This is an optimization exercise on Yosys and OpenROAD, whose aim is a short achievable clock period and few clock cycles per item, not a production implementation. Where RTL was checked, it was by simulation tests only, not by an equivalence proof against the original. Function not checked in runs 2 to 4: the RTL went through the layout flow alone. No activity file was given, so power comes from the tool's default toggle rates.

==> flow/design.v, too long to show whole: its modules and the start of the top module <==
// module mm_systolic_array: 1563 lines
// module mm_operand_feeder: 110 lines
// module mm_cmd_decode: 136 lines
// module mm_out_bit: 11 lines
// module mm_result_drain: 66 lines
// module mm_res_bit: 9 lines
// module mm_top: 93 lines
module mm_top (
    input  logic         clk_buf,
    input  logic         sys_reset,
    input  logic         cmd_valid,
    input  logic [(4 * 8)-1:0] cmd_word,
    output logic         cmd_credit,
    output logic         res_valid,
    output mm_data_pkg::mm_acc_t      res_data,
    input  logic         res_credit,
    output logic         busy,
    output logic         done
);
  // ...
==> flow/flow/run.sh <==
#!/bin/bash
set -euo pipefail
here=$(cd "$(dirname "$0")" && pwd)
MARGIN=$(cat "$here/margin.txt" 2>/dev/null || echo 7.5)
extra="SETUP_SLACK_MARGIN=${MARGIN} TNS_END_PERCENT=100 MATCH_CELL_FOOTPRINT=0"
if [[ -f "$here/cts_args.txt" ]]; then
  extra="$extra CTS_ARGS='$(tr '\n' ' ' < "$here/cts_args.txt")'"
fi
python3 - "$extra" <<'PY'
import sys
s = open('standard.sh').read()
key = ' "${@:-finish}"'
assert key in s
s = s.replace(key, ' ' + sys.argv[1] + key)
open('standard_knobs.sh', 'w').write(s)
PY
bash standard_knobs.sh > make_flow.log 2>&1
==> flow/standard.sh <==
#!/bin/bash
# synth_recipe.tcl (not shown) runs the flow's synth.tcl, then flattens the netlist and writes it again
# the make line also repeats each setting of config.mk as NAME=value (left out here)
make -C /OpenROAD-flow-scripts/flow DESIGN_CONFIG=/design/flow/config.mk WORK_HOME=/design/flow/orfs CLKGATE_MAP_FILE= SYNTH_SCRIPT=/design/flow/synth_recipe.tcl "${@:-finish}"
==> flow/config.mk <==
export PLATFORM = sky130hd
export DESIGN_NAME = mm_top
export DESIGN_NICKNAME = mm_top
export VERILOG_FILES = /design/flow/design.v
export SDC_FILE = /design/flow/constraint.sdc
export NUM_CORES = 4
export LEC_CHECK = 0
export ABC_CLOCK_PERIOD_IN_PS = 2500
export CAP_MARGIN = 20
export CORE_MARGIN = 2
export CORE_UTILIZATION = 80
export CTS_CLUSTER_DIAMETER = 100
export CTS_CLUSTER_SIZE = 24
export PLACE_DENSITY = 0.85
export SLEW_MARGIN = 20
export SYNTH_HIERARCHICAL = 1
==> flow/constraint.sdc <==
create_clock -name core_clock -period 10.5 [get_ports {clk_buf}]
set_input_delay 2.1000 -clock core_clock [delete_from_list [all_inputs] [get_ports {clk_buf}]]
set_output_delay 2.1000 -clock core_clock [all_outputs]
set_load 0.01 [all_outputs]
==> impl_metrics.yaml, run 1 <==
run_status:
  outcome: "complete, no violations"
critical_path:
  startpoint_type: "flop"
  cp_slowest_stage_delay_ps: 400
  cp_num_buf_inv: 1
  r2r_start: "u_feeder.op_a[2]"
  path_delay_family: "flip-flops"
  arrival_ps: 1170
  cp.depth: 1
timing:
  period_share_pct: 31.2
  worst_hold_slack_ps: 333
  drv_slew: 0
  hold_viol: 0
cts:
  clk_pin_slew_ps: 90
  cts_num_sinks: 1348
  cts_buffers: 66
  cts_buffer_depth: 3
routing:
  initialDrtViolationCount: 3728
  top_layer_used: "met5"
  wirelength_mm: 139
  met2WireLength_mm: 70.3
worst_hold_path:
  min_to: "u_systolic.r2_856"
  hp-class: "reg2reg"
  min-delay-start: "u_systolic.r1_536"
floorplanning:
  row_count: 97
  start_util_pct: 80.7
  die_w_um: 270
  nWellTaps: 940
place:
  globalplace.congestion: 0.879
power:
  combPwrFrac_pct: 42.8
  pg_clk_mw: 2.91
  clkPwrFrac_pct: 13.8
global_routing:
  antenna_found_initial: 4
  gr-usage-met1_pct: 49.8
  grt.busiest_layer: "met2"
finish:
  final-clk-cell-share_pct: 3.29
  fin_cells: 4606
  final_common_cell: "edfxtp_1"
  regArea_sq_um: 36100
yosys:
  syn_avg_cell_area_sq_um: 15.9
Testbench counts, summed over its fixed seeds: cycles 5,257, products 320.
==> module mm_operand_feeder, before the edit <==
module mm_operand_feeder (
    input  logic       clk_buf,
    input  logic       sys_reset,
    input  logic       run_start,
    input  logic       next_start,      
    input  logic [4-1:0] in_row_a,  
    input  logic [4-1:0] in_row_b,
    input  logic [(4 * 8)-1:0] in_word,
    input  logic [4*(4 * 8)-1:0] a_rows,
    input  logic [4*(4 * 8)-1:0] b_rows,
    input  logic       send,            
    output logic       q_full,
    output logic       active,          
    output logic       op_v,
    output mm_data_pkg::mm_row_t op_a,   
    output mm_data_pkg::mm_row_t op_b    
);
    localparam int DIM   = 4;
    localparam int W     = (4 * 8);
    localparam int EW    = 8;
    localparam int Q     = 2;
    localparam int QP_W  = (Q > 1) ? $clog2(Q) : 1;
    localparam int QC_W  = $clog2(Q + 1);
    localparam int D     = 8;
    localparam int PD_W  = $clog2(D + 1);
    logic [DIM*W-1:0] qa [Q];
    logic [DIM*W-1:0] qb [Q];
    logic [QP_W-1:0]  wp, rp;
    logic [QC_W-1:0]  occ, occ_next;
    logic             occ_nz;
    logic [3:0]       n;
    logic             issue, last, byp, pbyp, pbyp_q;
    logic [W-1:0]     head_row_a [Q];
    logic [W-1:0]     head_col_b [Q];
    logic [W-1:0]     buf_row_a, buf_col_b, new_row_a, new_col_b;
    logic [PD_W-1:0]  pend, pend_next;
    logic             can_issue;
    logic [DIM*W-1:0] head_a, head_b;
    function automatic logic [QP_W-1:0] qinc(input logic [QP_W-1:0] p);
        qinc = (p == QP_W'(Q - 1)) ? '0 : p + 1'b1;
    endfunction
    assign pbyp      = next_start && !occ_nz && can_issue;
    assign byp       = run_start && !occ_nz && can_issue;
    assign issue     = (occ_nz && can_issue) || byp || pbyp;
    assign last      = occ_nz && can_issue && (n == 4'd15);
    assign occ_next  = occ + QC_W'(run_start) - QC_W'(last);
    assign pend_next = pend + PD_W'((occ_nz && can_issue) || byp) + PD_W'(pbyp_q) - PD_W'(send);
    assign active    = occ_nz || (pend != '0) || run_start || pbyp_q;
    always_ff @(posedge clk_buf) begin
        if (run_start) begin
            qa[wp] <= a_rows;
            qb[wp] <= b_rows;
        end
    end
    assign head_a = qa[rp];
    assign head_b = qb[rp];
    always_ff @(posedge clk_buf or posedge sys_reset) begin
        if (sys_reset) begin
            wp        <= '0;
            rp        <= '0;
            occ       <= '0;
            occ_nz    <= 1'b0;
            q_full    <= 1'b0;
            n         <= '0;
            pend      <= '0;
            can_issue <= 1'b1;
            pbyp_q    <= 1'b0;
            op_v      <= 1'b0;
        end else begin
            if (run_start) wp <= qinc(wp);
            if (last)      rp <= qinc(rp);
            if (issue)     n  <= n + 1'b1;
            occ       <= occ_next;
            occ_nz    <= (occ_next != '0);
            q_full    <= (occ_next == QC_W'(Q));
            pend      <= pend_next;
            can_issue <= (pend_next < PD_W'(D - 1));
            pbyp_q    <= pbyp;
            op_v      <= issue;
        end
    end
    always_comb begin
        for (int q = 0; q < Q; q++) begin
            head_row_a[q] = qa[q][n[3:2]*W +: W];
            for (int k = 0; k < DIM; k++) begin
                head_col_b[q][k*EW +: EW] = qb[q][k*W + n[1:0]*EW +: EW];
            end
        end
        buf_row_a = a_rows[W-1:0];
        for (int k = 0; k < DIM; k++) begin
            buf_col_b[k*EW +: EW] = b_rows[k*W + n[1:0]*EW +: EW];
        end
        new_row_a = in_row_a[0] ? in_word : a_rows[W-1:0];
        for (int k = 0; k < DIM; k++) begin
            new_col_b[k*EW +: EW] = in_row_b[k] ? in_word[EW-1:0] : b_rows[k*W +: EW];
        end
    end
    always_ff @(posedge clk_buf) begin
        if (occ_nz) begin
            op_a <= head_row_a[rp];
            op_b <= head_col_b[rp];
        end else if (run_start) begin
            op_a <= buf_row_a;
            op_b <= buf_col_b;
        end else begin
            op_a <= new_row_a;
            op_b <= new_col_b;
        end
    end
endmodule
==> module mm_cmd_decode, before the edit <==
module mm_cmd_decode (
    input  logic         clk_buf,
    input  logic         sys_reset,
    input  logic         cmd_valid,
    input  logic [(4 * 8)-1:0] cmd_word,
    output logic         cmd_credit,
    input  logic         q_full,         
    output logic         run_start,      
    output logic         next_start,     
    output logic [4-1:0] in_row_a,    
    output logic [4-1:0] in_row_b,    
    output logic [(4 * 8)-1:0] in_word,
    output logic         started,        
    output logic [4*(4 * 8)-1:0] a_rows,
    output logic [4*(4 * 8)-1:0] b_rows
);
    localparam int DIM  = 4;
    localparam int W    = (4 * 8);
    localparam int SKID = 3;
    logic            in_v;
    logic [W-1:0]    in_w;
    logic [W-1:0]    skid   [SKID];
    logic [SKID-1:0] skid_v;              
    logic [SKID-1:0] kept_v;              
    logic            src_v;
    logic [W-1:0]    src_w;
    logic            src_start;
    logic            take;
    logic            push, pop;
    logic            owe1_q, owe2_q;      
    logic            owe1, owe2;
    logic            early;               
    logic            give;
    logic            credit_q;            
    logic            expect_data;
    logic            sel_b;
    logic [1:0]      row;
    always_ff @(posedge clk_buf or posedge sys_reset) begin
        if (sys_reset) in_v <= 1'b0;
        else           in_v <= cmd_valid;
    end
    always_ff @(posedge clk_buf) begin
        in_w <= cmd_word;
    end
    assign src_v     = skid_v[0] || in_v;
    assign src_w     = skid_v[0] ? skid[0] : in_w;
    assign src_start = !expect_data && (src_w[1:0] == mm_cmd_pkg::OP_START);
    assign take      = src_v && !(src_start && q_full);
    assign run_start = take && src_start;
    logic expect_after;
    assign expect_after = in_v ? (!expect_data && (in_w[1:0] == mm_cmd_pkg::OP_LOAD_A ||
                                                   in_w[1:0] == mm_cmd_pkg::OP_LOAD_B))
                               : expect_data;
    assign next_start = cmd_valid && (cmd_word[1:0] == mm_cmd_pkg::OP_START) &&
                        !skid_v[0] && !expect_after &&
                        !(in_v && !expect_data && (in_w[1:0] == mm_cmd_pkg::OP_START));
    always_comb begin
        for (int k = 0; k < DIM; k++) begin
            in_row_a[k] = in_v && expect_data && !sel_b && (row == 2'(k));
            in_row_b[k] = in_v && expect_data &&  sel_b && (row == 2'(k));
        end
    end
    assign in_word = in_w;
    assign pop  = skid_v[0] && take;
    assign push = in_v && (skid_v[0] || !take);
    assign kept_v = pop ? {1'b0, skid_v[SKID-1:1]} : skid_v;
    always_ff @(posedge clk_buf) begin
        for (int i = 0; i < SKID; i++) begin
            if (push && !kept_v[i] && (i == 0 || kept_v[i - 1])) begin
                skid[i] <= in_w;
            end else if (pop && i < SKID - 1) begin
                skid[i] <= skid[i + 1];
            end
        end
    end
    always_ff @(posedge clk_buf or posedge sys_reset) begin
        if (sys_reset) begin
            skid_v <= '0;
        end else begin
            for (int i = 0; i < SKID; i++) begin
                skid_v[i] <= kept_v[i] || (push && (i == 0 || kept_v[i - 1]));
            end
        end
    end
    always_comb begin
        case ({in_v, credit_q})
            2'b10:   begin owe1 = 1'b1;             owe2 = owe1_q; end
            2'b01:   begin owe1 = owe2_q;           owe2 = 1'b0;   end
            default: begin owe1 = owe1_q;           owe2 = owe2_q; end
        endcase
    end
    assign give = (!early || take) && (cmd_valid || owe1);
    always_ff @(posedge clk_buf or posedge sys_reset) begin
        if (sys_reset) begin
            owe1_q     <= 1'b0;
            owe2_q     <= 1'b0;
            early      <= 1'b0;
            credit_q   <= 1'b0;
        end else begin
            owe1_q     <= owe1;
            owe2_q     <= owe2;
            early      <= (early == take) ? give : early;
            credit_q   <= give;
        end
    end
    mm_out_bit u_credit_out (
        .clk_buf   (clk_buf),
        .sys_reset (sys_reset),
        .d         (give),
        .q         (cmd_credit)
    );
    always_ff @(posedge clk_buf or posedge sys_reset) begin
        if (sys_reset) begin
            expect_data <= 1'b0;
            sel_b       <= 1'b0;
            row         <= '0;
            started     <= 1'b0;
            a_rows      <= '0;
            b_rows      <= '0;
        end else begin
            if (run_start) started <= 1'b1;
            if (take) begin
                if (expect_data) begin
                    expect_data <= 1'b0;
                    if (sel_b) b_rows[row*W +: W] <= src_w;
                    else       a_rows[row*W +: W] <= src_w;
                end else if (src_w[1:0] == mm_cmd_pkg::OP_LOAD_A ||
                             src_w[1:0] == mm_cmd_pkg::OP_LOAD_B) begin
                    expect_data <= 1'b1;
                    sel_b       <= (src_w[1:0] == mm_cmd_pkg::OP_LOAD_B);
                    row         <= src_w[3:2];
                end
            end
        end
    end
endmodule
==> module mm_out_bit, before the edit <==
module mm_out_bit (
    input  logic clk_buf,
    input  logic sys_reset,
    input  logic d,
    output logic q
);
    always_ff @(posedge clk_buf or posedge sys_reset) begin
        if (sys_reset) q <= 1'b0;
        else           q <= d;
    end
endmodule
==> module mm_result_drain, before the edit <==
module mm_result_drain (
    input  logic                 clk_buf,
    input  logic                 sys_reset,
    input  logic                 dot_v,
    input  logic signed [17:0]   dot,
    output logic                 res_valid,
    output mm_data_pkg::mm_acc_t res_data,
    input  logic                 res_credit,
    output logic                 send
);
    localparam int D      = 8;
    localparam int P_W    = $clog2(D);
    localparam int C_W    = $clog2(D + 1);
    localparam int CRED_W = $clog2(4 + 1);
    logic signed [17:0] fifo [D];
    logic [P_W-1:0]     fwp, frp;
    logic [C_W-1:0]     fcnt, fcnt_next;
    logic               f_ne;
    logic               wr, rd;
    logic               cr_q;
    logic [CRED_W-1:0]  credits, credits_next;
    logic               cred_nz;
    mm_data_pkg::mm_acc_t res_next;
    assign send         = (f_ne || dot_v) && cred_nz;
    assign rd           = f_ne && cred_nz;
    assign wr           = dot_v && (f_ne || !cred_nz);
    assign fcnt_next    = fcnt + C_W'(wr) - C_W'(rd);
    assign credits_next = credits - CRED_W'(send) + CRED_W'(cr_q);
    always_ff @(posedge clk_buf) begin
        if (wr) fifo[fwp] <= dot;
    end
    assign res_next = mm_data_pkg::mm_acc_t'(f_ne ? fifo[frp] : dot);
    mm_out_bit u_valid_out (
        .clk_buf   (clk_buf),
        .sys_reset (sys_reset),
        .d       (send),
        .q       (res_valid)
    );
    genvar b;
    for (b = 0; b < 32; b++) begin : g_res
        mm_res_bit u_bit (
            .clk_buf (clk_buf),
            .d       (res_next[b]),
            .q       (res_data[b])
        );
    end
    always_ff @(posedge clk_buf or posedge sys_reset) begin
        if (sys_reset) begin
            fwp       <= '0;
            frp       <= '0;
            fcnt      <= '0;
            f_ne      <= 1'b0;
            cr_q      <= 1'b0;
            credits   <= CRED_W'(4);
            cred_nz   <= 1'b1;
        end else begin
            if (wr) fwp <= fwp + 1'b1;
            if (rd) frp <= frp + 1'b1;
            fcnt      <= fcnt_next;
            f_ne      <= (fcnt_next != '0);
            cr_q      <= res_credit;
            credits   <= credits_next;
            cred_nz   <= (credits_next != '0);
        end
    end
endmodule
==> module mm_top, before the edit <==
module mm_top (
    input  logic         clk_buf,
    input  logic         sys_reset,
    input  logic         cmd_valid,
    input  logic [(4 * 8)-1:0] cmd_word,
    output logic         cmd_credit,
    output logic         res_valid,
    output mm_data_pkg::mm_acc_t      res_data,
    input  logic         res_credit,
    output logic         busy,
    output logic         done
);
    logic                            q_full;
    logic                            run_start;
    logic                            next_start;
    logic [4-1:0]              in_row_a;
    logic [4-1:0]              in_row_b;
    logic [(4 * 8)-1:0]            in_word;
    logic                            started;
    logic [4*(4 * 8)-1:0]    a_rows;
    logic [4*(4 * 8)-1:0]    b_rows;
    logic                            send;
    logic                            active;
    logic                            op_v;
    mm_data_pkg::mm_row_t            op_a;
    mm_data_pkg::mm_row_t            op_b;
    logic                            dot_v;
    logic signed [17:0]              dot;
    mm_cmd_decode u_cmd_decode (
        .clk_buf    (clk_buf),
        .sys_reset  (sys_reset),
        .cmd_valid  (cmd_valid),
        .cmd_word   (cmd_word),
        .cmd_credit (cmd_credit),
        .q_full     (q_full),
        .run_start  (run_start),
        .next_start (next_start),
        .in_row_a   (in_row_a),
        .in_row_b   (in_row_b),
        .in_word    (in_word),
        .started    (started),
        .a_rows     (a_rows),
        .b_rows     (b_rows)
    );
    mm_operand_feeder u_feeder (
        .clk_buf   (clk_buf),
        .sys_reset (sys_reset),
        .run_start (run_start),
        .next_start(next_start),
        .in_row_a  (in_row_a),
        .in_row_b  (in_row_b),
        .in_word   (in_word),
        .a_rows    (a_rows),
        .b_rows    (b_rows),
        .send      (send),
        .q_full    (q_full),
        .active    (active),
        .op_v      (op_v),
        .op_a      (op_a),
        .op_b      (op_b)
    );
    mm_systolic_array u_systolic (
        .clk_buf   (clk_buf),
        .sys_reset (sys_reset),
        .op_v      (op_v),
        .op_a      (op_a),
        .op_b      (op_b),
        .dot_v     (dot_v),
        .dot       (dot)
    );
    mm_result_drain u_drain (
        .clk_buf    (clk_buf),
        .sys_reset  (sys_reset),
        .dot_v      (dot_v),
        .dot        (dot),
        .res_valid  (res_valid),
        .res_data   (res_data),
        .res_credit (res_credit),
        .send       (send)
    );
    mm_out_bit u_busy_out (
        .clk_buf   (clk_buf),
        .sys_reset (sys_reset),
        .d       (active),
        .q       (busy)
    );
    mm_out_bit u_done_out (
        .clk_buf   (clk_buf),
        .sys_reset (sys_reset),
        .d       (started && !active),
        .q       (done)
    );
endmodule
==> inputs of run 2 (changes only) <==
--- a/flow/design.v
+++ b/flow/design.v
@@ -1591,4 +1591,8 @@
     input  logic       run_start,
     input  logic       next_start,      
+    input  logic       spec_ok,         
+    input  logic [4-1:0] port_row_a,  
+    input  logic [4-1:0] port_row_b,
+    input  logic [(4 * 8)-1:0] cmd_word,
     input  logic [4-1:0] in_row_a,  
     input  logic [4-1:0] in_row_b,
@@ -1617,8 +1621,11 @@
     logic             occ_nz;
     logic [3:0]       n;
-    logic             issue, last, byp, pbyp, pbyp_q;
+    logic             issue, last, byp, pbyp, spec, spec_q, commit;
+    logic [1:0]       late_q;
+    logic             op_v_q;
+    logic [W-1:0]     spec_row_a, spec_col_b, new1_col_b;
     logic [W-1:0]     head_row_a [Q];
     logic [W-1:0]     head_col_b [Q];
-    logic [W-1:0]     buf_row_a, buf_col_b, new_row_a, new_col_b;
+    logic [W-1:0]     buf_row_a, buf_col_b, new_row_a;
     logic [PD_W-1:0]  pend, pend_next;
     logic             can_issue;
@@ -1627,4 +1634,6 @@
         qinc = (p == QP_W'(Q - 1)) ? '0 : p + 1'b1;
     endfunction
+    assign spec      = spec_ok && !occ_nz && can_issue;
+    assign commit    = spec_q && next_start;
     assign pbyp      = next_start && !occ_nz && can_issue;
     assign byp       = run_start && !occ_nz && can_issue;
@@ -1632,6 +1641,7 @@
     assign last      = occ_nz && can_issue && (n == 4'd15);
     assign occ_next  = occ + QC_W'(run_start) - QC_W'(last);
-    assign pend_next = pend + PD_W'((occ_nz && can_issue) || byp) + PD_W'(pbyp_q) - PD_W'(send);
-    assign active    = occ_nz || (pend != '0) || run_start || pbyp_q;
+    assign pend_next = pend + PD_W'((occ_nz && can_issue) || byp) + PD_W'(late_q) - PD_W'(send);
+    assign active    = occ_nz || (pend != '0) || run_start || (late_q != 2'd0);
+    assign op_v      = op_v_q || commit;
     always_ff @(posedge clk_buf) begin
         if (run_start) begin
@@ -1652,17 +1662,19 @@
             pend      <= '0;
             can_issue <= 1'b1;
-            pbyp_q    <= 1'b0;
-            op_v      <= 1'b0;
+            spec_q    <= 1'b0;
+            late_q    <= '0;
+            op_v_q    <= 1'b0;
         end else begin
             if (run_start) wp <= qinc(wp);
             if (last)      rp <= qinc(rp);
-            if (issue)     n  <= n + 1'b1;
+            n         <= n + 4'(issue) + 4'(commit);
             occ       <= occ_next;
             occ_nz    <= (occ_next != '0);
             q_full    <= (occ_next == QC_W'(Q));
             pend      <= pend_next;
-            can_issue <= (pend_next < PD_W'(D - 1));
-            pbyp_q    <= pbyp;
-            op_v      <= issue;
+            can_issue <= (pend_next < PD_W'(D - 2));
+            spec_q    <= spec;
+            late_q    <= 2'(pbyp) + 2'(commit);
+            op_v_q    <= issue;
         end
     end
@@ -1680,5 +1692,10 @@
         new_row_a = in_row_a[0] ? in_word : a_rows[W-1:0];
         for (int k = 0; k < DIM; k++) begin
-            new_col_b[k*EW +: EW] = in_row_b[k] ? in_word[EW-1:0] : b_rows[k*W +: EW];
+            new1_col_b[k*EW +: EW] = in_row_b[k] ? in_word[EW +: EW] : b_rows[k*W + EW +: EW];
+        end
+        spec_row_a = port_row_a[0] ? cmd_word : new_row_a;
+        for (int k = 0; k < DIM; k++) begin
+            spec_col_b[k*EW +: EW] = port_row_b[k] ? cmd_word[EW-1:0] :
+                                     in_row_b[k]   ? in_word[EW-1:0]  : b_rows[k*W +: EW];
         end
     end
@@ -1691,6 +1708,6 @@
             op_b <= buf_col_b;
         end else begin
-            op_a <= new_row_a;
-            op_b <= new_col_b;
+            op_a <= spec_row_a;
+            op_b <= commit ? new1_col_b : spec_col_b;
         end
     end
@@ -1706,4 +1723,7 @@
     output logic         run_start,      
     output logic         next_start,     
+    output logic         spec_ok,        
+    output logic [4-1:0] port_row_a,  
+    output logic [4-1:0] port_row_b,  
     output logic [4-1:0] in_row_a,    
     output logic [4-1:0] in_row_b,    
@@ -1750,7 +1770,18 @@
                                                    in_w[1:0] == mm_cmd_pkg::OP_LOAD_B))
                                : expect_data;
-    assign next_start = cmd_valid && (cmd_word[1:0] == mm_cmd_pkg::OP_START) &&
-                        !skid_v[0] && !expect_after &&
-                        !(in_v && !expect_data && (in_w[1:0] == mm_cmd_pkg::OP_START));
+    logic port_start_hdr, next_ready, tgt_sel_b;
+    logic [1:0] tgt_row;
+    assign port_start_hdr = cmd_valid && !expect_after && (cmd_word[1:0] == mm_cmd_pkg::OP_START);
+    assign next_ready     = !skid_v[0] && !(in_v && !expect_data && (in_w[1:0] == mm_cmd_pkg::OP_START));
+    assign next_start     = next_ready && port_start_hdr;
+    assign spec_ok        = next_ready && !port_start_hdr;
+    assign tgt_sel_b = in_v ? (in_w[1:0] == mm_cmd_pkg::OP_LOAD_B) : sel_b;
+    assign tgt_row   = in_v ? in_w[3:2] : row;
+    always_comb begin
+        for (int k = 0; k < DIM; k++) begin
+            port_row_a[k] = cmd_valid && expect_after && !tgt_sel_b && (tgt_row == 2'(k));
+            port_row_b[k] = cmd_valid && expect_after &&  tgt_sel_b && (tgt_row == 2'(k));
+        end
+    end
     always_comb begin
         for (int k = 0; k < DIM; k++) begin
@@ -1804,5 +1835,4 @@
     mm_out_bit u_credit_out (
         .clk_buf   (clk_buf),
-        .sys_reset (sys_reset),
         .d         (give),
         .q         (cmd_credit)
@@ -1835,11 +1865,9 @@
 module mm_out_bit (
     input  logic clk_buf,
-    input  logic sys_reset,
     input  logic d,
     output logic q
 );
-    always_ff @(posedge clk_buf or posedge sys_reset) begin
-        if (sys_reset) q <= 1'b0;
-        else           q <= d;
+    always_ff @(posedge clk_buf) begin
+        q <= d;
     end
 endmodule
@@ -1878,6 +1906,5 @@
     assign res_next = mm_data_pkg::mm_acc_t'(f_ne ? fifo[frp] : dot);
     mm_out_bit u_valid_out (
-        .clk_buf   (clk_buf),
-        .sys_reset (sys_reset),
+        .clk_buf (clk_buf),
         .d       (send),
         .q       (res_valid)
@@ -1885,5 +1912,5 @@
     genvar b;
     for (b = 0; b < 32; b++) begin : g_res
-        mm_res_bit u_bit (
+        mm_out_bit u_bit (
             .clk_buf (clk_buf),
             .d       (res_next[b]),
@@ -1911,13 +1938,4 @@
     end
 endmodule
-module mm_res_bit (
-    input  logic clk_buf,
-    input  logic d,
-    output logic q
-);
-    always_ff @(posedge clk_buf) begin
-        q <= d;
-    end
-endmodule
 `timescale 1ns/1ns
 module mm_top (
@@ -1936,4 +1954,7 @@
     logic                            run_start;
     logic                            next_start;
+    logic                            spec_ok;
+    logic [4-1:0]              port_row_a;
+    logic [4-1:0]              port_row_b;
     logic [4-1:0]              in_row_a;
     logic [4-1:0]              in_row_b;
@@ -1958,4 +1979,7 @@
         .run_start  (run_start),
         .next_start (next_start),
+        .spec_ok    (spec_ok),
+        .port_row_a (port_row_a),
+        .port_row_b (port_row_b),
         .in_row_a   (in_row_a),
         .in_row_b   (in_row_b),
@@ -1970,4 +1994,8 @@
         .run_start (run_start),
         .next_start(next_start),
+        .spec_ok   (spec_ok),
+        .port_row_a(port_row_a),
+        .port_row_b(port_row_b),
+        .cmd_word  (cmd_word),
         .in_row_a  (in_row_a),
         .in_row_b  (in_row_b),
@@ -2002,12 +2030,10 @@
     );
     mm_out_bit u_busy_out (
-        .clk_buf   (clk_buf),
-        .sys_reset (sys_reset),
+        .clk_buf (clk_buf),
         .d       (active),
         .q       (busy)
     );
     mm_out_bit u_done_out (
-        .clk_buf   (clk_buf),
-        .sys_reset (sys_reset),
+        .clk_buf (clk_buf),
         .d       (started && !active),
         .q       (done)
==> run 2 against run 1 <==
Against the previous run:
- the layout now fails its checks (capacitance limit, slew limit)
- clock power increased by 2%
- non-clock buffer count grew 67
- via count grew 20%
- power rose by 0.65%
- sequential share of layout area shrank 2.7 points
- wire length is 31% higher
- combinational power decreased by 2%
- critical path depth rose by 11
- flip-flop and latch count up 2
- fmax fell by 2.6%
- critical path type is now in2reg
- critical endpoint is now u_feeder.op_b[24]
- largest power group unchanged
==> impl_metrics.yaml, run 2 <==
finish:
  fin_util_pct: 89.0
  layout_common_cells: "edfxtp_1, inv_1, dfrtp_1, o2bb2ai_1, dfxtp_1"
  layout-drive-gt1-share_pct: 17.7
  syn_to_final_growth_pct: 9.87
  final_common_cell: "edfxtp_1"
  top_regs: "u_feeder.qa x256, u_feeder.qb x256, u_drain.fifo x144"
  final_nets: 4306
power:
  ir_drop_mv: 0.464
  powerDensity_nw_per_um2: 333
  p_leak_nw: 24.5
timing:
  setup_violations: 0
  worstMarginPinSlew_ps: 1520
  hold_viol: 0
  fin_setup_tns_ps: 0
  slew_headroom_pct: -3.42
  clock.fmax_ghz: 0.298
  period_share_pct: 32.0
  rsz0062_at_grt: "true"
  drv_slew: 9
  skew_ps: 54.4
  min_period_ps: 3360
critical_path:
  end_kind: "flop"
  path_delay_family: "buffers and inverters"
  crit_fanout: 8
  crit_slowest_cell: "o31ai_2"
  criticalPathCategory: "in2reg"
  startpoint_type: "input pin"
  cp_slowest_stage_delay_ps: 320
  cp_data_required_time_ps: 11070
  cp_num_buf_inv: 5
  cp.depth: 12
  path_cells: "buf_12 > nand3_4 > a211oi_4 > nor3b_4 > buf_4 > nand2_4 > buf_8 > buf_12 > buf_12 > nor2_4 > a211oi_2 > o31ai_2"
  worst_r2r_path_depth: 11
  arrival_ps: 3930
  path_common_cell: "buf_12"
global_routing:
  grt_pass1_wl_mm: 252
  grt_max_degree: 86
  grt_pass1_vias: 38900
  antenna_found_initial: 10
  gr-total-overflow: 0
  grt.total_usage_pct: 47.2
yosys:
  syn_avg_cell_area_sq_um: 14.9
  syn_nets: 4208
  ys_warn_count: 16
  syn_area_sq_um: 58000
  synthCells: 3886
run_status:
  so_faults: "capacitance limit, slew limit"
  outcome: "finished with violations"
routing:
  ant_nets: 0
  drt_first_pass_iters: 19
  wirelength_mm: 182
  initialDrtViolationCount: 6101
  dr_total_vias: 38400
  wl_per_cell_um: 36.5
  viasPerCell: 7.67
  drcViolationCount: 0
floorplanning:
  die_w_um: 273
  die_y_um: 273
  row_count: 98
  start_util_pct: 81.0
  io_pins: 72
  die_area_sq_um: 74700
  coreArea_sq_um: 71600
place:
  globalplace.congestion: 0.892
  io_buffers: 71
  dpl.hpwl_mm: 96.5
run:
  maxCapViolations: 1
cts:
  cts_num_sinks: 1350
  cts_buffer_depth: 3
  cts_root_buf: "clkbuf_16"
  h-tree-depth: 3
  cts_hold_buf: 0
  clk_pin_slew_ps: 100
  cts_tree: "built"
  cts_buffers: 66
  clock_latency_ps: 690
worst_hold_path:
  whs_path_depth: 0
  hp-class: "reg2reg"
run 2: timing repair:
action	in CTS	in global routing
resized for setup	369	102
setup endpoints to repair	1027	517
pin swaps	77	34
gates cloned	18	8
setup buffers	27	21
run 2: report_power, final:
group          switching [mW]  internal (mW)  total, mW
sequential               1.79           7.61       9.39
clock                    1.75           1.23       2.98
combinational            5.14           3.72       8.87
total                    8.68           12.6       21.2
run 2: path summary, 6_finish.rpt:
check | from | end | slack, ps
min | u_systolic.r1_536 | u_systolic.r2_856 | 350
min reg2reg | u_systolic.r1_536 | u_systolic.r2_856 | 350
max reg2reg | u_cmd_decode.skid_v[0] | u_feeder.op_b[0] | 7310
max | cmd_word[0] | u_feeder.op_b[24] | 7140
min in group asynchronous | sys_reset | u_systolic.v[1] | 1810
max in group asynchronous | sys_reset | u_cmd_decode.b_rows[9] | 7600
run 2: per-stage QoR:
stage	total power, mW	setup WS [ps]	hold slack (ps)	cell area, sq um	cells
6_report	21.2	7140	352	63800	5000
5_1_grt	22.1	7160	357	63700	4987
4_1_cts	20.4	7250	349	62900	4958
3_5_place_dp	17.3	5460	323	59600	4792
3_3_place_gp	16.7	5430	312	59600	4791
2_1_floorplan	14.1	4540	310	58100	3886
run 2: cell type report:
class                      instances  area [sq um]
timing repair buffer             223          2530
inverter                         362          1370
sequential                      1350         36200
tap                              950          1190
clock inverter                     9           135
multi-input combinational       1981         20500
clock buffer                     112          1820
fill                            2674          7850
antenna                           13          32.5
run 2: layer usage:
metal / wire length (um) / GRT usage (%)
met1: 54300 / 56.7
met2: 83300 / 73.1
met3: 27200 / 15.5
met4: 17400 / 33.2
met5: 197 / 0
==> inputs of run 3 (changes only) <==
--- a/flow/config.mk
+++ b/flow/config.mk
@@ -10,6 +10,6 @@
 export CORE_MARGIN = 2
 export CORE_UTILIZATION = 80
-export CTS_CLUSTER_DIAMETER = 100
-export CTS_CLUSTER_SIZE = 24
+export CTS_CLUSTER_DIAMETER = 80
+export CTS_CLUSTER_SIZE = 20
 export PLACE_DENSITY = 0.85
 export SLEW_MARGIN = 20
==> run 3 against run 2 <==
Against the previous run:
- fails the layout checks on capacitance limit
- via count is 1.3% lower
- clock skew shrank 10 ps
- highest routed layer unchanged
- synthesized cell count stayed put
- critical endpoint is now u_cmd_decode.skid[1][16]
- critical path type is now reg2reg
==> impl_metrics.yaml, run 3 <==
routing:
  initialDrtViolationCount: 5998
  wirelength_mm: 178
  ant_nets: 0
  drcViolationCount: 0
  dr_total_vias: 37900
  wl_per_cell_um: 35.6
  drt_first_pass_iters: 6
  viasPerCell: 7.56
power:
  powerDensity_nw_per_um2: 335
  power_frac_seq_pct: 43.7
  internal_power_mw: 12.8
  p_switching_mw: 8.63
  combPwrFrac_pct: 41.3
  clkPwrFrac_pct: 15.1
  ir_drop_mv: 0.435
  switching_share_pct: 40.3
  p_leak_nw: 24.6
  power.total_mw: 21.4
critical_path:
  crit_fanout: 32
  arrival_ps: 3900
  path_cells: "buf_12 > buf_4 > buf_4 > nand4b_1 > mux2i_4 > buf_4 > mux2_2"
  cp_slowest_stage_delay_ps: 610
  cp-startpoint: "u_cmd_decode.skid_v[0]"
  cp_data_required_time_ps: 10940
  r2r-end: "u_cmd_decode.skid[1][16]"
  end_kind: "flop"
  startpoint_type: "flop"
  r2r_start: "u_cmd_decode.skid_v[0]"
  rrSetupSlack_ps: 7050
  crit_end: "u_cmd_decode.skid[1][16]"
  worst_r2r_path_depth: 7
  criticalPathCategory: "reg2reg"
  path_common_cell: "buf_4"
  crit_slowest_cell: "buf_4"
yosys:
  ys_warn_count: 16
  synthCells: 3886
  syn_avg_cell_area_sq_um: 14.9
  syn_nets: 4208
  syn_area_sq_um: 58000
timing:
  worst_slack_ps: 7050
  setup_violations: 0
  worstMarginPinSlew_ps: 1450
  slew_headroom_pct: 0.739
  period_share_pct: 32.9
  rsz0062_at_grt: "true"
  drv_slew: 0
  min_period_ps: 3450
  skew_ps: 44.0
  clock.fmax_ghz: 0.290
  hold_viol: 0
  fin_setup_tns_ps: 0
cts:
  cts_root_buf: "clkbuf_16"
  clk_pin_slew_ps: 90
  h-tree-depth: 3
  clock_latency_ps: 700
  cts_buffer_depth: 3
  cts_buffers: 77
  cts_num_sinks: 1350
  cts_tree: "built"
worst_hold_path:
  hp-class: "reg2reg"
  whs_path_depth: 0
place:
  io_buffers: 71
  place_worst_setup_slack_ps: 5460
  globalplace.congestion: 0.892
  dpl.hpwl_mm: 96.5
  place_area_sq_um: 59600
finish:
  top_regs: "u_feeder.qa x256, u_feeder.qb x256, u_drain.fifo x144"
  finalInstanceArea_sq_um: 63900
  layout_common_cells: "edfxtp_1, inv_1, dfrtp_1, dfxtp_1, o2bb2ai_1"
  final_common_cell: "edfxtp_1"
  syn_to_final_growth_pct: 10.1
  final_nets: 4313
  layout-drive-gt1-share_pct: 17.3
global_routing:
  grt_pass1_wl_mm: 245
  grt_max_degree: 137
  grt_pass1_vias: 38800
  grt.total_usage_pct: 45.6
  antenna_found_initial: 11
  gr-total-overflow: 0
floorplanning:
  die_area_sq_um: 74700
  io_pins: 72
  die_w_um: 273
  coreArea_sq_um: 71600
  start_util_pct: 81.0
  die_y_um: 273
  row_count: 98
run:
  maxCapViolations: 1
run_status:
  so_faults: "capacitance limit"
  outcome: "finished with violations"
[run 3: changes by cell type in the layout (fill, tap and decap cells not counted), sizes merged]
| cell | previous run | this run |
|---|---|---|
| buf | 176 | 174 |
| clkbuf | 127 | 149 |
| diode | 13 | 3 |
| inv | 366 | 363 |
[run 3: per-stage QoR]
stage	hold WS (ps)	utilization [%]	std cells
3_5_place_dp	323	83.3	4792
6_report	339	89.2	5007
2_1_floorplan	310	-	3886
5_1_grt	344	89.2	5005
4_1_cts	339	87.9	4976
3_3_place_gp	312	83.2	4791
[run 3: metal layers]
metal	vias to the layer above	track usage [%]	wire length (um)
met5	-	0	69
met3	1192	13.9	26100
met2	3638	71.4	81700
li1	14300	-	-
met1	18700	54.8	54000
met4	10	31.7	16300
[run 3: area by class of cell]
cell class	count	area, sq um
Sequential cell	1350	36200
Multi-Input combinational cell	1981	20400
Fill cell	2636	7710
Timing Repair Buffer	219	2460
Clock buffer	136	2200
Inverter	362	1380
Tap cell	950	1190
Clock inverter	6	104
Antenna cell	3	7.51
[run 3: power groups by stage]
stage,sequential [mW],clock [mW],combinational (mW)
5_1_grt,9.38,3.37,9.55
3_5_place_dp,9.22,0,8.11
6_report,9.35,3.23,8.83
4_1_cts,9.16,3.14,8.38
2_1_floorplan,8.36,0,5.70
3_3_place_gp,9.10,0,7.62
[run 3: critical path, delay by kind of cell, from the launching register on]
| family | cells | cell delay [ps] |
|---|---|---|
| flip-flops | 1 | 510 |
| buffers and inverters | 4 | 1270 |
| AND/OR/NAND/NOR | 1 | 520 |
| multiplexers | 2 | 820 |
[run 3: worst min path at each step]
stage / slack [ps] / to / startpoint
2_1_floorplan: 310 / u_systolic.r2_856 / u_systolic.r1_536
3_3_place_gp: 310 / u_systolic.r2_856 / u_systolic.r1_536
3_5_place_dp: 320 / u_systolic.r2_856 / u_systolic.r1_536
4_1_cts: 340 / u_systolic.r2_856 / u_systolic.r1_536
5_1_grt: 340 / u_systolic.r2_856 / u_systolic.r1_536
6_report: 340 / u_systolic.r2_856 / u_systolic.r1_536
[run 3: what timing repair did]
action	CTS	global route
pin swaps	49	62
gates resized for setup	323	124
hold buffers	0	0
endpoints found under the setup margin	1031	642
cloned	16	7
setup buffers	26	21
==> inputs of run 4 (changes only) <==
--- a/flow/design.v
+++ b/flow/design.v
@@ -1635,5 +1635,5 @@
     endfunction
     assign spec      = spec_ok && !occ_nz && can_issue;
-    assign commit    = spec_q && next_start;
+    assign commit    = spec_q && next_start;   
     assign pbyp      = next_start && !occ_nz && can_issue;
     assign byp       = run_start && !occ_nz && can_issue;
@@ -1700,16 +1700,21 @@
         end
     end
-    always_ff @(posedge clk_buf) begin
+    logic [W-1:0] base_a, base_b;
+    always_comb begin
         if (occ_nz) begin
-            op_a <= head_row_a[rp];
-            op_b <= head_col_b[rp];
+            base_a = head_row_a[rp];
+            base_b = head_col_b[rp];
         end else if (run_start) begin
-            op_a <= buf_row_a;
-            op_b <= buf_col_b;
+            base_a = buf_row_a;
+            base_b = buf_col_b;
         end else begin
-            op_a <= spec_row_a;
-            op_b <= commit ? new1_col_b : spec_col_b;
+            base_a = spec_row_a;
+            base_b = spec_col_b;
         end
     end
+    always_ff @(posedge clk_buf) begin
+        op_a <= base_a;
+        op_b <= commit ? new1_col_b : base_b;
+    end
 endmodule
 `timescale 1ns/1ns
--- a/flow/config.mk
+++ b/flow/config.mk
@@ -10,6 +10,6 @@
 export CORE_MARGIN = 2
 export CORE_UTILIZATION = 80
-export CTS_CLUSTER_DIAMETER = 80
-export CTS_CLUSTER_SIZE = 20
+export CTS_CLUSTER_DIAMETER = 100
+export CTS_CLUSTER_SIZE = 24
 export PLACE_DENSITY = 0.85
 export SLEW_MARGIN = 20
==> run 4 against run 3 <==
Against the previous run:
- the run now finishes clean
- clock skew is 8.1 ps lower
- via count decreased by 1.8%
- flip-flop and latch count unchanged
- highest routed layer unchanged
- largest cell class unchanged
- clock-buffer cell count fell by 22
==> impl_metrics.yaml, run 4 <==
routing:
  initialDrtViolationCount: 5720
  wl_per_cell_um: 34.9
  wirelength_mm: 173
  drcViolationCount: 0
  viasPerCell: 7.50
  ant_nets: 0
  drt_first_pass_iters: 7
  dr_total_vias: 37200
critical_path:
  r2r_start: "u_feeder.rp"
  worst_r2r_path_depth: 5
  startpoint_type: "input pin"
  cp_num_buf_inv: 2
  rrSetupSlack_ps: 7240
  crit_fanout: 2
  path_cells: "buf_12 > nand3_4 > a211oi_4 > nor3b_4 > and3b_2 > nor2b_2 > fa_2 > inv_2 > ha_4 > xor2_1"
  path_delay_family: "simple AND/OR/NAND/NOR gates"
  criticalPathCategory: "in2reg"
  end_kind: "flop"
  arrival_ps: 3930
  cp_data_required_time_ps: 11080
  r2r-end: "u_feeder.op_b[25]"
  crit_slowest_cell: "fa_2"
  cp_slowest_stage_delay_ps: 380
worst_hold_path:
  hp-class: "reg2reg"
  min-delay-start: "u_systolic.r1_536"
  min_to: "u_systolic.r2_856"
  whs_path_depth: 0
timing:
  drv_slew: 0
  fin_setup_tns_ps: 0
  worst_slack_ps: 7160
  setup_violations: 0
  hold_viol: 0
  skew_ps: 35.9
  slew_headroom_pct: 7.17
  clock.fmax_ghz: 0.299
  period_share_pct: 31.8
  rsz0062_at_grt: "true"
  min_period_ps: 3340
  worstMarginPinSlew_ps: 1370
power:
  powerDensity_nw_per_um2: 329
  p_leak_nw: 24.7
  ir_drop_mv: 0.613
cts:
  h-tree-depth: 3
  cts_root_buf: "clkbuf_16"
  cts_buffer_depth: 3
  cts_buffers: 66
  clk_pin_slew_ps: 100
  cts_num_sinks: 1350
  cts_hold_buf: 0
  clock_latency_ps: 680
  cts_tree: "built"
global_routing:
  grt_pass1_wl_mm: 240
  grt.total_usage_pct: 44.7
  grt_max_degree: 177
  antenna_found_initial: 7
  gr-total-overflow: 0
  grt_pass1_vias: 38000
finish:
  top_regs: "u_feeder.qa x256, u_feeder.qb x256, u_drain.fifo x144"
  layout_common_cells: "edfxtp_1, inv_1, dfrtp_1, mux2i_1"
  syn_to_final_growth_pct: 9.66
  layout-drive-gt1-share_pct: 14.8
  final_nets: 4273
  final_common_cell: "edfxtp_1"
place:
  dpl.hpwl_mm: 96.6
  io_buffers: 71
  globalplace.congestion: 0.917
  place_worst_setup_slack_ps: 4940
run:
  maxCapViolations: 0
floorplanning:
  die_w_um: 274
  row_count: 98
  start_util_pct: 81.1
  die_y_um: 274
  coreArea_sq_um: 71700
  die_area_sq_um: 74900
  io_pins: 72
yosys:
  synthCells: 3848
  syn_area_sq_um: 58100
  ys_warn_count: 16
  syn_nets: 4170
  syn_avg_cell_area_sq_um: 15.1
run_status:
  outcome: "complete, no violations"
run 4: area by class of cell:
type                       instances  area [sq um]
sequential                      1350         36200
multi-input combinational       1983         20800
fill                            2701          7970
timing repair buffer             220          2340
clock buffer                     114          1900
inverter                         328          1260
tap                              950          1190
clock inverter                     5          81.3
timing repair inverter             2          27.5
antenna                            3          7.51
run 4: worst max-delay path by stage:
stage | from | to | slack (ps) | depth (start not counted)
6_report | cmd_word[0] | u_feeder.n[2] | 7160 | 10
5_1_grt | cmd_word[0] | u_feeder.n[2] | 7200 | 10
4_1_cts | u_drain.u_valid_out.q | res_valid | 7250 | 1
3_5_place_dp | cmd_word[1] | u_feeder.late_q[0] | 4940 | 7
3_3_place_gp | cmd_word[1] | u_feeder.late_q[0] | 4990 | 7
2_1_floorplan | u_cmd_decode.skid_v[0] | u_feeder.qa[0][0] | 4460 | 9
run 4: power breakdown:
group | leakage [nW] | switching (mW) | internal, mW
Clock | 0.941 | 1.70 | 1.26
Sequential | 13.4 | 1.70 | 7.61
Combinational | 10.4 | 5.06 | 3.62
run 4: repair_timing:
action | 4_1_cts | 5_1_grt
resized for setup | 238 | 147
buffers inserted | 42 | 22
pin swaps | 9 | 32
endpoints found under the setup margin | 1055 | 637
gates cloned | 14 | 5
run 4: metal layers:
layer / up-vias / share of wire [%] / wire length [um] / track usage [%]
met5: - / 0.020 / 34 / 0.513
li1: 14300 / - / - / -
met3: 1025 / 14 / 24700 / 12.3
met2: 3535 / 46 / 79700 / 69.5
met1: 18400 / 31 / 53800 / 55.6
met4: 6 / 8.6 / 14800 / 30.4
run 4: metrics by stage:
stage / cells / hold WS (ps) / cell area, sq um / total power [mW] / util, %
floorplan: 3848 / 310 / 58300 / 14.0 / -
global placement: 4745 / 311 / 59800 / 16.6 / 83.3
detailed placement: 4747 / 331 / 59800 / 17.3 / 83.4
CTS: 4922 / 358 / 62600 / 20.3 / 87.3
global route: 4953 / 375 / 63800 / 21.9 / 88.9
finish: 4955 / 355 / 63800 / 21.0 / 88.9

[re-timing with driven ports]
How much do the figures lean on ideal ports? The routed layouts below were timed once more, with nothing changed but the port constraints.
Step 1: set_driving_cell puts a clkbuf_16 on clk_buf and a buf_2 on each other input, an assumption about the parent block.
Step 2 moves the port delays by t, midway between the first and last clock arrival at a register: inputs arrive t later, outputs are due t later. That takes back most of the time a late clock gives input paths.
a / b / c = ideal / step 1 / step 2; a / b = the first two.
run	t, ns	setup slack, ns	worst register clock-pin slew, ns
run 1	0.708	7.225 / 7.156 / 6.982	0.10 / 0.10
run 2	0.742	7.139 / 7.108 / 6.367	0.11 / 0.11
run 3	0.748	7.046 / 7.046 / 6.311	0.10 / 0.10
run 4	0.740	7.158 / 7.109 / 6.369	0.11 / 0.11
For run 4, which loses most, drivers alone change the setup slack by -0.049 ns; drivers and shift together by -0.789 ns. Setup slack includes reset recovery checks.
